Background: an optimization exercise with open tools, aiming at small area, a short achievable clock period and few clock cycles per item. Do not read the settings as production practice. Function was checked by simulation only, so behaviour that the tests miss may differ from the original. Power and IR drop assume default switching activity.

== try-willow ==
Design averaged_sensor_range_event_unit, start of the top module:
module averaged_sensor_range_event_unit #(
  parameter int AVERAGE_COUNT = 10
) (
  input  logic                                      clk,
  input  logic                                      rst_n,
  input  logic                                      in_valid,
  output logic                                      in_ready,
  input  logic signed [asre_pkg::SAMPLE_W-1:0]      in_sample,
  output logic                                      out_valid,
  input  logic                                      out_ready,
  output logic signed [asre_pkg::SAMPLE_W-1:0]      out_reported_value,
  output logic                                      out_range_event,
  input  logic                                      cfg_we,
  input  logic [asre_pkg::CFG_INDEX_W-1:0]          cfg_index,
  input  logic [asre_pkg::CFG_DATA_W-1:0]           cfg_wdata
);
Size: about 990 cells after synthesis, roughly 190 flip-flops, roughly 58 I/O pins, ~0.011 mm2 of cells after synthesis.
==> flow/config.mk <==
export PLATFORM = sky130hd
export DESIGN_NAME = averaged_sensor_range_event_unit
export DESIGN_NICKNAME = averaged_sensor_range_event_unit
export VERILOG_FILES = /design/flow/design.v
export SDC_FILE = /design/flow/constraint.sdc
export NUM_CORES = 4
export LEC_CHECK = 0
export CAP_MARGIN = 20
export CORE_MARGIN = 2
export CORE_UTILIZATION = 40
export SLEW_MARGIN = 20
==> flow/constraint.sdc <==
create_clock -name core_clock -period 12.0 [get_ports {clk}]
set_input_delay 2.4000 -clock core_clock [delete_from_list [all_inputs] [get_ports {clk}]]
set_output_delay 2.4000 -clock core_clock [all_outputs]
set_load 0.01 [all_outputs]
standard.sh (not shown) runs the stock make flow with config.mk's settings and CLKGATE_MAP_FILE= SYNTH_SCRIPT=/design/flow/synth_recipe.tcl, a recipe that flattens the netlist after the stock synthesis.
==> flow/flow/run.sh <==
#!/bin/bash
set -euo pipefail
here=$(pwd)
bash standard.sh \
  SETUP_SLACK_MARGIN=8.5 \
  "BUFFER_PORTS_ARGS=-buffer_cell sky130_fd_sc_hd__buf_4" \
  "POST_GLOBAL_PLACE_TCL=$here/flow/small_input_buffers.tcl" \
  finish > standard.log 2>&1
==> flow/flow/small_input_buffers.tcl <==
# After global placement: the port buffers of the inputs other than clk and
# out_ready get the smallest buffer; the later repair steps resize any that
# end up on a path that needs it.
foreach port [all_inputs] {
  set pname [get_full_name $port]
  if {$pname eq "clk" || $pname eq "out_ready"} { continue }
  set net [get_nets -quiet $pname]
  if {[llength $net] == 0} { continue }
  foreach pin [get_pins -quiet -of_objects $net] {
    set inst [get_cells -of_objects $pin]
    set master [get_property $inst ref_name]
    if {[string match "sky130_fd_sc_hd__buf_*" $master]} {
      replace_cell $inst sky130_fd_sc_hd__buf_1
    }
  }
}
Testbench counts of try-willow, summed over its fixed seeds: cycles 16,032, items 16,000.
The following lists how try-yarrow was set up differently from try-willow:
Settings: setting ABC_AREA to 1 for the first time.
--- a/flow/flow/run.sh
+++ b/flow/flow/run.sh
@@ -5 +5 @@
-  SETUP_SLACK_MARGIN=8.5 \
+  SETUP_SLACK_MARGIN=8.4 \
==> comparison <==
- Looking at first element of the critical path, the acc_r[14] result is from try-willow; the k_free one comes from try-yarrow.
- When the final numbers for try-yarrow and try-willow were put side by side, the layout overhead on the synthesized area turned out to be greater in try-willow.
- Compared with try-willow, try-yarrow shows final routed wirelength across all metal layers that has gone up slightly.
- Of try-yarrow and try-willow, it is try-yarrow that has the lower average wire per cell in the routed design.
- try-yarrow — number of DRC markers after the initial detailed-route iteration 6.6% lower, try-willow as reference
- Against try-willow as the reference, try-yarrow delivers a higher power per cell area.
- [compare] base=try-willow new=try-yarrow: synthesized cell count moved up, non-clock buffer count decreased by 79 relative to the old numbers.
Setup changes, try-yarrow to try-fjord
--- a/flow/flow/run.sh
+++ b/flow/flow/run.sh
@@ -5 +5 @@
-  SETUP_SLACK_MARGIN=8.4 \
+  SETUP_SLACK_MARGIN=8.5 \
### Flow results
Summary of the comparison: number of nets in the layout is higher in try-fjord, relative to try-yarrow.
try-yarrow -> try-fjord: compound-cell area share of the yosys netlist delta 0, exact match
try-fjord ends up with a minimum clock period after layout that is 0.093 ns lower than in try-yarrow.
try-fjord ended with more layout buffering overhead excluding clock cells than try-yarrow.
try-fjord has more setup slack than try-yarrow.
On switching power as a share of total power, try-yarrow and try-fjord are basically level.
Looking at fraction of the cycle the final worst path needs, try-fjord sits 0.77 points lower than try-yarrow does.
Comparing try-fjord with try-yarrow, the worst slack on hold paths came out essentially unchanged.
Between try-fjord and try-yarrow, it is try-fjord whose share of power burned in combinational logic is higher, by 0.3 points.
Routed length on met1 on try-fjord is up relative to try-yarrow.

[port drivers added, routing unchanged]
The results above use ideal ports. As a check the final layouts listed here were re-extracted and re-timed, cells and wires unchanged.
Step 1 (the two cells are an assumption about what drives the block):
set clk [get_ports {clk}]
set_driving_cell -lib_cell sky130_fd_sc_hd__clkbuf_16 $clk
set_driving_cell -lib_cell sky130_fd_sc_hd__buf_2 [delete_from_list [all_inputs] $clk]
Step 2 also shifts input and output timing later by t, the mid clock arrival at the registers, as if the neighbouring blocks saw the same clock.
Three values: ideal ports, drivers, drivers and shift; two values: the first two.
run | shift t [ns] | setup WS [ns] | clock arrival spread, ns | worst register clock-pin slew, ns
try-willow | 0.490 | 8.307 / 8.307 / 8.253 | 0.014 / 0.014 | 0.08 / 0.08
try-yarrow | 0.476 | 8.458 / 8.414 / 8.206 | 0.013 / 0.012 | 0.07 / 0.07
try-fjord | 0.475 | 8.550 / 8.506 / 8.235 | 0.013 / 0.013 | 0.07 / 0.07
After both steps every run listed still meets setup and hold. For try-fjord, which loses most, drivers alone change the setup slack by -0.044 ns; drivers and shift together by -0.315 ns.
